From an optimization exercise on the open Yosys and OpenROAD flow, aimed at small area, a short achievable clock period and few clock cycles per item; shortcuts taken in it are not production practice.
RTL that was checked went through simulation tests only; none was proved equivalent to the original.

==> run a: inputs <==
// epoch_seconds_to_civil_date_top
module epoch_seconds_to_civil_date_top (
	input  logic                                clk,
	input  logic                                arst_n,
	input  logic                                in_valid,
	output logic                                in_ready,
	input  logic signed [e2cd_pkg::SECS_W-1:0]  unix_seconds,
	output logic                                out_valid,
	input  logic                                out_ready,
	output logic signed [e2cd_pkg::YEAR_W-1:0]  year,
	output logic [e2cd_pkg::MONTH_W-1:0]        month,
	output logic [e2cd_pkg::DOM_W-1:0]          day_of_month,
	output logic [e2cd_pkg::WDAY_W-1:0]         weekday
);
export LEC_CHECK = 0
export ABC_AREA = 1
export CAP_MARGIN = 20
export CORE_MARGIN = 2
export CORE_UTILIZATION = 55
export CTS_BUF_LIST = sky130_fd_sc_hd__clkbuf_4
export SETUP_SLACK_MARGIN = 3.6
export SLEW_MARGIN = 20
create_clock -name core_clock -period 8.5 [get_ports {clk}]
run.sh (not shown) runs the stock make flow with config.mk's settings and CLKGATE_MAP_FILE= SYNTH_SCRIPT=/design/flow/synth_recipe.tcl, a recipe that flattens the netlist after the stock synthesis.
==> run b (differences from run a) <==
--- a/flow/config.mk
+++ b/flow/config.mk
@@ -8,7 +8,6 @@
 export ABC_AREA = 1
 export CAP_MARGIN = 20
 export CORE_MARGIN = 2
-export CORE_UTILIZATION = 55
-export CTS_BUF_LIST = sky130_fd_sc_hd__clkbuf_4
+export CORE_UTILIZATION = 50
 export SETUP_SLACK_MARGIN = 3.6
 export SLEW_MARGIN = 20
==> run c (differences from run a) <==
--- a/flow/config.mk
+++ b/flow/config.mk
@@ -9,6 +9,5 @@
 export CAP_MARGIN = 20
 export CORE_MARGIN = 2
 export CORE_UTILIZATION = 55
-export CTS_BUF_LIST = sky130_fd_sc_hd__clkbuf_4
 export SETUP_SLACK_MARGIN = 3.6
 export SLEW_MARGIN = 20
==> impl_metrics.json <==
{
  "status": "finished clean",
  "dieArea_mm2": 0.0504,
  "worstSetupEndpointType": "register",
  "hold_slack_ns": 0.414,
  "seq_share": 0.238,
  "initial_core_util": 0.558
}
The numbers above come from run c.

==> impl_metrics.json <==
{
  "status": "finished clean",
  "worstSetupEndpointType": "output port",
  "dieArea_mm2": 0.0553,
  "hold_slack_ns": 0.397,
  "seq_share": 0.240,
  "wire_per_inst_um": 17.4,
  "initial_core_util": 0.507
}
The numbers above come from run b.

==> impl_metrics.json <==
{
  "hold_slack_ns": 0.410,
  "status": "finished clean",
  "dr_wl_met3_um": 3650,
  "initial_core_util": 0.558,
  "seq_share": 0.240,
  "dieArea_mm2": 0.0504,
  "worstSetupEndpointType": "register"
}
The numbers above come from run a.

Testbench counts of run a, summed over its fixed seeds: cycles 32,048, items 32,000.
Testbench counts of run b, summed over its fixed seeds: cycles 32,048, items 32,000.
Testbench counts of run c, summed over its fixed seeds: cycles 32,048, items 32,000.

==> xenon <==
Another version of the RTL of epoch_seconds_to_civil_date_top (not shown whole).
export LEC_CHECK = 0
export CAP_MARGIN = 20
export CORE_MARGIN = 2
export CORE_UTILIZATION = 35
export SETUP_SLACK_MARGIN = 3.6
export SLEW_MARGIN = 20
create_clock -name core_clock -period 8.5 [get_ports {clk}]
==> juniper: changes against xenon <==
--- a/flow/design.v
+++ b/flow/design.v
@@ -2115,43 +2115,106 @@
 	logic [23:0] hi_a;
 	logic [23:0] hi_b;
 	logic [24:0] hi_sum;
 	assign hi_a = {q0_3[14], hi_w72, hi_w70, hi_w68, hi_w66, hi_w64, hi_w62, hi_w60, hi_w58, hi_w56, hi_w54, hi_w52, hi_w50, hi_w48, hi_w46, hi_w44, hi_w42, hi_w40, hi_w38, 1'b1, cen_3[1], cen_3[0], 1'b0, 1'b0} ^ 24'd256;
 	assign hi_b = {hi_w74, hi_w73, hi_w71, hi_w69, hi_w67, hi_w65, hi_w63, hi_w61, hi_w59, hi_w57, hi_w55, hi_w53, hi_w51, hi_w49, hi_w47, hi_w45, hi_w43, hi_w41, hi_w39, hi_w37, 1'b0, 1'b0, 1'b0, 1'b0} ^ 24'd128;
 	assign hi_sum = 25'(hi_a) + 25'(hi_b);
 	logic [23:0] yhi;
 	assign yhi = hi_sum[23:0];
-	logic [19:0] n3p;
-	logic [5:0]  os1;
-	logic [3:0]  os2;
-	logic [2:0]  os3;
-	logic [2:0]  wd;
-	always_comb begin
-		n3p = 20'(n_3) + 20'd3;
-		os1 = '0;
-		for (int i = 0; i < 7; i++) begin
-			os1 = os1 + 6'(n3p[3*i +: 3]);
-		end
-		os2 = 4'(os1[2:0]) + 4'(os1[5:3]);
-		os3 = 3'(os2[2:0]) + 3'(os2[3]);
-		wd  = (os3 == 3'd7) ? 3'd0 : os3;
-	end
+	logic os_w1;
+	logic os_w2;
+	logic os_w3;
+	logic os_w4;
+	logic os_w5;
+	logic os_w6;
+	logic os_w7;
+	logic os_w8;
+	logic os_w9;
+	logic os_w10;
+	logic os_w11;
+	logic os_w12;
+	logic os_w13;
+	logic os_w14;
+	logic os_w15;
+	logic os_w16;
+	logic os_w17;
+	logic os_w18;
+	logic os_w19;
+	logic os_w20;
+	logic os_w21;
+	logic os_w22;
+	logic os_w23;
+	logic os_w24;
+	logic os_w25;
+	logic os_w26;
+	logic os_w27;
+	logic os_w28;
+	logic os_w29;
+	logic os_w30;
+	logic os_w31;
+	logic os_w32;
+	assign os_w1 = n_3[0] ^ n_3[3] ^ n_3[6];
+	assign os_w2 = (n_3[0] & n_3[3]) | (n_3[0] & n_3[6]) | (n_3[3] & n_3[6]);
+	assign os_w3 = n_3[1] ^ n_3[4] ^ n_3[7];
+	assign os_w4 = (n_3[1] & n_3[4]) | (n_3[1] & n_3[7]) | (n_3[4] & n_3[7]);
+	assign os_w5 = n_3[2] ^ n_3[5];
+	assign os_w6 = n_3[2] & n_3[5];
+	assign os_w7 = n_3[9] ^ n_3[12] ^ n_3[15];
+	assign os_w8 = (n_3[9] & n_3[12]) | (n_3[9] & n_3[15]) | (n_3[12] & n_3[15]);
+	assign os_w9 = n_3[10] ^ n_3[13] ^ n_3[16];
+	assign os_w10 = (n_3[10] & n_3[13]) | (n_3[10] & n_3[16]) | (n_3[13] & n_3[16]);
+	assign os_w11 = 1'b1 ^ os_w2;
+	assign os_w12 = 1'b1 & os_w2;
+	assign os_w13 = n_3[8] ^ n_3[11] ^ n_3[14];
+	assign os_w14 = (n_3[8] & n_3[11]) | (n_3[8] & n_3[14]) | (n_3[11] & n_3[14]);
+	assign os_w15 = n_3[17] ^ os_w4 ^ os_w5;
+	assign os_w16 = (n_3[17] & os_w4) | (n_3[17] & os_w5) | (os_w4 & os_w5);
+	assign os_w17 = n_3[18] ^ 1'b1;
+	assign os_w18 = n_3[18] & 1'b1;
+	assign os_w19 = os_w3 ^ os_w8 ^ os_w9;
+	assign os_w20 = (os_w3 & os_w8) | (os_w3 & os_w9) | (os_w8 & os_w9);
+	assign os_w21 = os_w10 ^ os_w12 ^ os_w13;
+	assign os_w22 = (os_w10 & os_w12) | (os_w10 & os_w13) | (os_w12 & os_w13);
+	assign os_w23 = os_w6 ^ os_w14;
+	assign os_w24 = os_w6 & os_w14;
+	assign os_w25 = os_w1 ^ os_w7;
+	assign os_w26 = os_w1 & os_w7;
+	assign os_w27 = os_w11 ^ os_w18 ^ os_w19;
+	assign os_w28 = (os_w11 & os_w18) | (os_w11 & os_w19) | (os_w18 & os_w19);
+	assign os_w29 = os_w15 ^ os_w20 ^ os_w21;
+	assign os_w30 = (os_w15 & os_w20) | (os_w15 & os_w21) | (os_w20 & os_w21);
+	assign os_w31 = os_w16 ^ os_w22 ^ os_w23;
+	assign os_w32 = (os_w16 & os_w22) | (os_w16 & os_w23) | (os_w22 & os_w23);
+	logic [5:0] os_a;
+	logic [5:0] os_b;
+	logic [6:0] os_sum;
+	assign os_a = {1'b0, os_w24, os_w30, os_w28, os_w26, os_w17} ^ 6'd0;
+	assign os_b = {1'b0, os_w32, os_w31, os_w29, os_w27, os_w25} ^ 6'd0;
+	assign os_sum = 7'(os_a) + 7'(os_b);
+	logic [5:0] os1;
+	assign os1 = os_sum[5:0];
 	logic [6:0]  yc_4;
 	logic [8:0]  ncl_4;
 	logic [23:0] yhi_4;
-	logic [2:0]  wd_4;
+	logic [5:0]  os1_4;
 	always_ff @(posedge clk) begin
 		if (adv) begin
 			yc_4  <= yc;
 			ncl_4 <= 9'(n_3) - tl;
 			yhi_4 <= yhi;
-			wd_4  <= wd;
+			os1_4 <= os1;
 		end
 	end
+	logic [3:0]  os2;
+	logic [2:0]  os3;
+	logic [2:0]  wd_4;
+	assign os2  = 4'(os1_4[2:0]) + 4'(os1_4[5:3]);
+	assign os3  = 3'(os2[2:0]) + 3'(os2[3]);
+	assign wd_4 = (os3 == 3'd7) ? 3'd0 : os3;
 	logic ny_w1;
 	logic ny_w2;
 	logic ny_w3;
 	logic ny_w4;
 	logic ny_w5;
 	logic ny_w6;
 	logic ny_w7;
 	logic ny_w8;
- ABC_AREA: default -> 1
- CORE_UTILIZATION: 35 -> 45
- SETUP_SLACK_MARGIN: 3.6 -> 3.4
==> results.toml <==
[drt]
dr.pass1.iters = 6
wl_met2_microns = 31600

[synth]
synthMuxAreaShare = 0
synth_area_sq_um = 27300
synth.avg_cell_area_sq_um = 10.1

[global_route]
track_usage = 0.197

[timing]
worst_slew_pin_slew_ns = 0.972

[setup_path]
critical_path_buf_inv_count = 3

[layout]
postLayoutCellArea_sq_um = 31000
drive_gt1_frac = 0.0804

[outcome]
outcome = "finished clean"

[power_and_ir_drop]
That was juniper.
==> results.toml <==
[outcome]
outcome = "finished clean"

[synth]
yosysMostFrequentCell = "inv_1"
synth_area_sq_um = 25000
synth.avg_cell_area_sq_um = 11.5

[drt]
via_per_inst = 4.72
dr.pass1.iters = 5

[layout]
postLayoutCellArea_sq_um = 30500
drive_gt1_frac = 0.175
area_share_nonclk_buffers = 0.0753

[global_route]
track_usage = 0.154
grt_overflow_total = 0
grt_max_degree = 78

[setup_path]
cp_num_cells = 20

[timing]
hold_viol_final = 0

[clocking]
clk_path_buf_depth = 3
That was xenon.
Testbench counts of juniper, summed over its fixed seeds: cycles 32,048, items 32,000.
No functional check of the RTL was part of xenon.

[what the ideal ports hide]
How much do the figures lean on ideal ports? The routed layouts below were timed once more, with nothing changed but the port constraints. Step 1 sets driving cells, clkbuf_16 on the clock port and buf_2 on the other inputs (assumed; they add their load-dependent delay and slew). Step 2, shift: input delay + t, output delay - t, t = (earliest + latest rising clock arrival at the registers) / 2. This alone moves slack from input paths to output paths. Three values: ideal, step 1, step 2; two values: the first two.
run | shift t [ns] | slack for setup (ns) | hold WS [ns] | pins driven straight from the clock port
run a | 0.859 | 3.661 / 3.661 / 3.661 | 0.410 / 0.410 / 0.410 | 1
run b | 0.633 | 3.656 / 3.630 / 3.630 | 0.397 / 0.397 / 0.397 | 1
run c | 0.633 | 3.719 / 3.719 / 3.719 | 0.414 / 0.414 / 0.414 | 1
xenon | 0.619 | 3.181 / 3.181 / 3.181 | 0.410 / 0.410 / 0.410 | 1
juniper | 0.643 | 3.592 / 3.574 / 3.574 | 0.417 / 0.417 / 0.417 | 1
After both steps every run listed still meets setup and hold. The setup slack of run b, which loses most, moves by -0.026 ns with the drivers and by -0.026 ns with both steps.
